From an optimization exercise on the open Yosys and OpenROAD flow, aimed at small area, a short achievable clock period and few clock cycles per item; shortcuts taken in it are not production practice. Function was checked by simulation only, so behaviour that the tests miss may differ from the original. Power and IR drop assume default switching activity.

## raven
Design iter_multiplier, start of the top module:
module iter_multiplier (
    input  logic        clk,
    input  logic        rst_n,
    input  logic        mul_start,
    input  logic [63:0] a,
    input  logic [63:0] b,
    input  logic [1:0]  op,
    input  logic        word,
    input  logic        next,
    output logic [63:0] mul_result,
    output logic        mul_ok,
    output logic        busy
);
clock: 7.5 ns
lec_check: 0
cap_margin: 20
core_margin: 2
core_utilization: 40
cts_cluster_diameter: 60
cts_cluster_size: 24
place_density: 0.9
setup_slack_margin: 4.5
slew_margin: 20
standard.sh (not shown) runs the stock make flow with config.mk's settings and CLKGATE_MAP_FILE= SYNTH_SCRIPT=/design/flow/synth_recipe.tcl, a recipe that flattens the netlist after the stock synthesis.
==> flow/flow/run.sh <==
#!/bin/bash
set -e
export BUFFER_PORTS_ARGS="-buffer_cell sky130_fd_sc_hd__buf_1"
bash standard.sh > standard.log 2>&1
Testbench counts of raven, summed over its fixed seeds: cycles 23,924, items 2,400.
Input changes introduced in lagoon (baseline for comparison: raven):
-- flow/config.mk --
<<< raven, line 11
export CTS_CLUSTER_DIAMETER = 60
export CTS_CLUSTER_SIZE = 24
export PLACE_DENSITY = 0.9
export SETUP_SLACK_MARGIN = 4.5
export SLEW_MARGIN = 20
>>> lagoon, line 11
export CTS_CLUSTER_DIAMETER = 60
export CTS_CLUSTER_SIZE = 24
export PLACE_DENSITY = 0.8
export SETUP_SLACK_MARGIN = 4.55
export SLEW_MARGIN = 20
==> run notes <==
Total power: lagoon above raven
Between raven and lagoon, the flow reports final cell area excluding filler cells increasing slightly.
Summary of lagoon over raven: final period demand of the worst path moved down, overall routed net length moved down, count of nets after finishing moved up, switching power of the nets moved down.
Compared to raven, lagoon has average wire per standard cell 0.82 microns lower.


iter_multiplier again, from the RTL that the note above started with.
Settings: LEC_CHECK=0, CAP_MARGIN=20, CORE_MARGIN=2, CORE_UTILIZATION=40, CTS_CLUSTER_DIAMETER=60, CTS_CLUSTER_SIZE=24, GPL_ROUTABILITY_DRIVEN=0, PLACE_DENSITY=0.8, SETUP_SLACK_MARGIN=4.5, SLEW_MARGIN=20; clock period 7.5 ns.
Scripts as last shown in full above: flow/flow/run.sh
The baseline produced a clean layout.
Testbench counts at the start, summed over its fixed seeds: cycles 23,924, items 2,400.
Then changed:
==> flow/flow/run.sh (replaced) <==
#!/bin/bash
set -e
export BUFFER_PORTS_ARGS="-buffer_cell sky130_fd_sc_hd__buf_2"
bash standard.sh > standard.log 2>&1
Settings changed: CTS_CLUSTER_DIAMETER 60 to default, CTS_CLUSTER_SIZE 24 to default, GPL_ROUTABILITY_DRIVEN 0 to default, PLACE_DENSITY 0.8 to default, SETUP_SLACK_MARGIN 4.5 to 4.7.
What happened: Global-route usage grows by 1.7 points. Via count grows by 2.3%. Routed wire length grows by 9.4%. Utilization grows by 4.1 points. Worst setup slack improved by 110 ps.
Then changed:
==> flow/flow/run.sh (replaced) <==
#!/bin/bash
set -e
export BUFFER_PORTS_ARGS="-buffer_cell sky130_fd_sc_hd__buf_1"
bash standard.sh > standard.log 2>&1
Settings changed: CTS_CLUSTER_DIAMETER from default to 60, CTS_CLUSTER_SIZE from default to 24, PLACE_DENSITY from default to 0.8, SETUP_SLACK_MARGIN 4.7 to 4.5.
Routed wire length went down by 8.6%.
Synthesized area does not change.
Global-route usage went down by 1.7 points.
Worst hold slack gets better by 5.4 ps.
Worst setup slack gets worse by 110 ps.
Clock skew went up by 5.6 ps.
Register-to-register slack gets worse by 110 ps.
Critical path depth stays the same.
Die area does not change.
Cell count went down by 4.5%.


Setup of the previous run:
Starting RTL as in the previous note.
==> flow/config.mk <==
export PLATFORM = sky130hd
export DESIGN_NAME = iter_multiplier
export DESIGN_NICKNAME = iter_multiplier
export VERILOG_FILES = /design/flow/design.v
export SDC_FILE = /design/flow/constraint.sdc
export NUM_CORES = 4
export LEC_CHECK = 0
export CAP_MARGIN = 20
export CORE_MARGIN = 2
export CORE_UTILIZATION = 40
export CTS_CLUSTER_DIAMETER = 50
export CTS_CLUSTER_SIZE = 32
export PLACE_DENSITY = 0.8
export SETUP_SLACK_MARGIN = 4.5
export SLEW_MARGIN = 20
==> flow/constraint.sdc <==
create_clock -name core_clock -period 7.5 [get_ports {clk}]
set_input_delay 1.5000 -clock core_clock [delete_from_list [all_inputs] [get_ports {clk}]]
set_output_delay 1.5000 -clock core_clock [all_outputs]
set_load 0.01 [all_outputs]
==> flow/flow/run.sh <==
#!/bin/bash
set -e
export BUFFER_PORTS_ARGS="-buffer_cell sky130_fd_sc_hd__buf_1"
bash standard.sh > standard.log 2>&1
The previous run finished all stages; the layout is clean.
Testbench counts of the previous run, summed over its fixed seeds: cycles 23,924, items 2,400.
> inputs changed (the previous run -> the current run)
Settings: changing CTS_CLUSTER_SIZE from 32 to 24; changing CTS_CLUSTER_DIAMETER from 50 to 60; removing PLACE_DENSITY (formerly 0.8).
==> flow/flow/run.sh <==
#!/bin/bash
set -e
export BUFFER_PORTS_ARGS="-buffer_cell sky130_fd_sc_hd__buf_2"
bash standard.sh > standard.log 2>&1
### Flow results
- The current run ends up with higher global-route usage than the previous run does.
- Taking the previous run as the reference, in the current run overall routed net length rose by 1700 um, final HPWL from detailed placement rose by 4.0%, worst hold slack rose by 11 ps, number of well taps stayed essentially flat.
- Where cell area is concerned, the previous run is better than the current run.
- The current run ended up with a higher delay of the slowest cell on the worst path than the previous run did.
- Of the current run and the previous run, it is the current run that has the higher fraction of final layout cells with drive strength greater than 1.
- In the current run, the sum of routed wire segments on met1 came out about 18% above the value in the previous run.


## run 3
iter_multiplier, a different RTL version from the one above (not shown whole).
Size in the first run: ~2500 cells after synthesis, ~310 flip-flops, ~200 I/O pins, ~25000 um2 of cells after synthesis.
Settings: LEC_CHECK=0, CAP_MARGIN=20, CORE_MARGIN=2, CORE_UTILIZATION=40, SETUP_SLACK_MARGIN=4.5, SLEW_MARGIN=20; clock period 7.5 ns.
run.sh (not shown) runs the stock make flow with config.mk's settings and CLKGATE_MAP_FILE= SYNTH_SCRIPT=/design/flow/synth_recipe.tcl, a recipe that flattens the netlist after the stock synthesis.
Stock flow here: none of the scripts above is used.
Testbench counts of run 3, summed over its fixed seeds: cycles 23,924, items 2,400.
Here is what was changed in the inputs of run 2 compared with run 3.
==> flow/flow/run.sh (new file) <==
#!/bin/bash
set -e
export BUFFER_PORTS_ARGS="-buffer_cell sky130_fd_sc_hd__buf_2"
bash standard.sh > standard.log 2>&1
==> flow/standard.sh (new file) <==
#!/bin/bash
# synth_recipe.tcl (not shown) runs the flow's synth.tcl, then flattens the netlist and writes it again
# the make line also repeats each setting of config.mk as NAME=value (left out here)
make -C /OpenROAD-flow-scripts/flow DESIGN_CONFIG=/design/flow/config.mk WORK_HOME=/design/flow/orfs CLKGATE_MAP_FILE= SYNTH_SCRIPT=/design/flow/synth_recipe.tcl "${@:-finish}"
removed: flow/run.sh
--- outcome ---
- Summary — setup slack, run 2 relative to run 3: lower, by 21 ps.
- Compared with run 3, run 2 shows a lower final area.
- The run with more routed wire is run 2, not run 3.


Setup of main:
iter_multiplier again, from the RTL that the note above started with.
==> flow/design.v (excerpt) <==
module iter_multiplier (
    input  logic        clk,
    input  logic        rst_n,
    input  logic        mul_start,
    input  logic [63:0] a,
    input  logic [63:0] b,
    input  logic [1:0]  op,
    input  logic        word,
    input  logic        next,
    output logic [63:0] mul_result,
    output logic        mul_ok,
    output logic        busy
);
clock: 7.5 ns
lec_check: 0
cap_margin: 20
core_margin: 2
core_utilization: 40
cts_buf_list: sky130_fd_sc_hd__clkbuf_8 sky130_fd_sc_hd__clkbuf_4
setup_slack_margin: 4.5
slew_margin: 20
standard.sh (not shown) runs the stock make flow with config.mk's settings and CLKGATE_MAP_FILE= SYNTH_SCRIPT=/design/flow/synth_recipe.tcl, a recipe that flattens the netlist after the stock synthesis.
==> flow/flow/run.sh <==
#!/bin/bash
set -e
export BUFFER_PORTS_ARGS="-buffer_cell sky130_fd_sc_hd__buf_2"
bash standard.sh > standard.log 2>&1
main closes out successfully: all stages finished, all timing, DRC and antenna checks passed.
Testbench counts of main, summed over its fixed seeds: cycles 23,924, items 2,400.
What the feature branch does differently from main at the input level:
- SETUP_SLACK_MARGIN changed from 4.5 to 4.7
- CTS_BUF_LIST removed (was sky130_fd_sc_hd__clkbuf_8 sky130_fd_sc_hd__clkbuf_4)
[summary]
Portion of total power attributed to the clock network is lower on main. On the feature branch: maximum frequency is 2.4% higher than what main gave. In the metrics for main and the feature branch, the one carrying the lower detailed-route vias per instance is main. The launch point of the critical path comes out s_q[11] in one run and s_q[2] in the other, namely in the feature branch and main respectively. As far as instance area at placement is concerned, the feature branch and main perform about the same. Summary of the feature branch over main: met3 routing resource usage after global routing -0.66 points, number of buffers added by the clock tree synthesis step -33%, sequential share of layout area -1.6 points. main ended up with sky130_fd_sc_hd__a221o_1 as its slowest library cell on the worst path; the feature branch ended up with sky130_fd_sc_hd__a211oi_4. Lower required time at the worst-slack endpoint among main and the feature branch: the feature branch. Area of all placed cells without fillers, main and the feature branch: smaller value in main. Peak supply drop (the feature branch over main): increase, 1.3%. Lower layout buffer count excluding clock buffers was reported by main, not the feature branch.


v58:
iter_multiplier with an RTL version that a note above also has.
For scale: roughly 310 flip-flops, about 200 I/O pins, about 0.025 mm^2 of cells after synthesis.
clock: 7.5 ns
lec_check: 0
cap_margin: 20
core_margin: 2
core_utilization: 40
cts_cluster_diameter: 60
cts_cluster_size: 24
place_density: 0.8
setup_slack_margin: 4.5
slew_margin: 20
Scripts as last shown in full above: flow/flow/run.sh
Testbench counts of v58, summed over its fixed seeds: cycles 23,924, items 2,400.
## Diff of input files: v27 against v58
- CTS_CLUSTER_SIZE: 24 -> unset
- SETUP_SLACK_MARGIN: 4.5 -> 4.3
- CTS_CLUSTER_DIAMETER: 60 -> unset
- PLACE_DENSITY: 0.8 -> unset
v27 was carried through to the last stage, and its layout satisfied the timing, DRC and antenna checks.
When the final numbers for v27 and v58 were put side by side, the global-route usage turned out to be smaller in v58.
Worst hold slack on v27 is down relative to v58.
Looking at capture point of the worst path, the b_q[51] result is from v27; the b_q[29] one comes from v58.
v58 → v27: clock share of power has increased, length of routed wiring on met1 has increased, total power has increased, critical path depth has increased.
Number of global-route vias before repair delta (v27 -> v58): insignificant
Compared with v58, final weighted congestion in routability-driven placement in v27 increased slightly.
Edits applied to the flow inputs when going from v27 to v44:
- changing SETUP_SLACK_MARGIN from 4.3 to 4.5
### Flow results
Power, v27 and v44, lower one = v27.
Looking at source of the critical timing path, the c_q[2] result is from v44; the s_q[37] one comes from v27.
| placement-stage cell area | v27 vs v44 | ≈ equal |
v44 vs. v27: area share of buffers outside the clock network saw an increase, largest incremental delay on the critical path went up 150 ps, global routing usage on met1 shrank by 0.61 points, overall via count from detail_route went up.
Delta (v44 minus v27): worst voltage drop across the vdd grid went down, final cell count without fillers went up.
#### Input delta (v26 over v44)
- an added CTS_CLUSTER_SIZE of 24
- a change of SLEW_MARGIN from 20 to 5
- an added CTS_CLUSTER_DIAMETER of 60
- a change of CAP_MARGIN from 20 to 5
- an added PLACE_DENSITY of 0.8
==> flow/flow/run.sh <==
#!/bin/bash
set -e
export BUFFER_PORTS_ARGS="-buffer_cell sky130_fd_sc_hd__buf_1"
bash standard.sh > standard.log 2>&1
Findings:
- Taking v44 as the reference, in v26 part of the total power dissipated in sequential elements picked up an extra 0.9 points; cell area after placement lost about 1.1%; number of vias in the routed layout picked up an extra 1.6%; signal arrival time at the worst endpoint picked up an extra 40 ps; instance count on the critical path picked up an extra 1.
- In v26 the sequential fraction of total cell area turned out 0.65 points higher than in v44.
- Sort v44 and v26 by worst path setup slack after routing asc -> top: v26
- Cmp v44 and v26 / period utilization / higher: v26
- Lower clock network area share among v44 and v26: v26
- Looking at last element of the critical path, the b_q[19] result is from v26; the b_q[14] one comes from v44.

-- separate check: timing with driven ports --
No port has a modelled driver above. Below, the same layouts with a new extraction and two added sets of constraints.
Step 1: set_driving_cell puts a clkbuf_16 on clk and a buf_2 on each other input, an assumption about the parent block.
Step 2 also shifts input and output timing later by t, the mid clock arrival at the registers, as if the neighbouring blocks saw the same clock.
Slacks: no drivers / after step 1 / after step 2; pairs: no drivers / after step 1.
| run | t (ns) | setup slack, ns | latest minus earliest clock arrival (ns) | slew at the worst register clock pin (ns) | worst data-port slew with drivers (ns) |
|---|---|---|---|---|---|
| raven | 0.642 | 4.451 / 4.451 / 4.275 | 0.022 / 0.022 | 0.10 / 0.10 | 0.13 |
| lagoon | 0.657 | 4.537 / 4.537 / 4.286 | 0.031 / 0.032 | 0.10 / 0.10 | 0.12 |
| the first run of note 2 | 0.639 | 4.546 / 4.546 / 4.086 | 0.025 / 0.025 | 0.10 / 0.10 | 0.12 |
| the second run of note 2 | 0.632 | 4.653 / 4.653 / 4.230 | 0.020 / 0.020 | 0.07 / 0.07 | 0.09 |
| the third run of note 2 | 0.639 | 4.546 / 4.546 / 4.086 | 0.025 / 0.025 | 0.10 / 0.10 | 0.12 |
| the previous run | 0.671 | 4.468 / 4.468 / 4.014 | 0.019 / 0.019 | 0.09 / 0.09 | 0.11 |
| the current run | 0.683 | 4.561 / 4.555 / 4.536 | 0.019 / 0.019 | 0.09 / 0.09 | 0.09 |
| run 3 | 0.616 | 4.552 / 4.491 / 4.338 | 0.029 / 0.028 | 0.07 / 0.07 | 0.11 |
| run 2 | 0.618 | 4.531 / 4.531 / 4.248 | 0.034 / 0.034 | 0.06 / 0.06 | 0.10 |
| main | 0.744 | 4.523 / 4.503 / 4.215 | 0.046 / 0.047 | 0.07 / 0.07 | 0.11 |
| the feature branch | 0.624 | 4.594 / 4.594 / 4.445 | 0.020 / 0.020 | 0.07 / 0.07 | 0.12 |
| v58 | 0.652 | 4.556 / 4.556 / 4.483 | 0.038 / 0.038 | 0.10 / 0.10 | 0.16 |
| v27 | 0.610 | 4.346 / 4.346 / 4.024 | 0.020 / 0.020 | 0.06 / 0.06 | 0.09 |
| v44 | 0.623 | 4.571 / 4.571 / 4.517 | 0.021 / 0.021 | 0.07 / 0.07 | 0.09 |
| v26 | 0.639 | 4.546 / 4.546 / 4.086 | 0.025 / 0.025 | 0.10 / 0.10 | 0.12 |
After both steps every run listed still meets setup and hold.
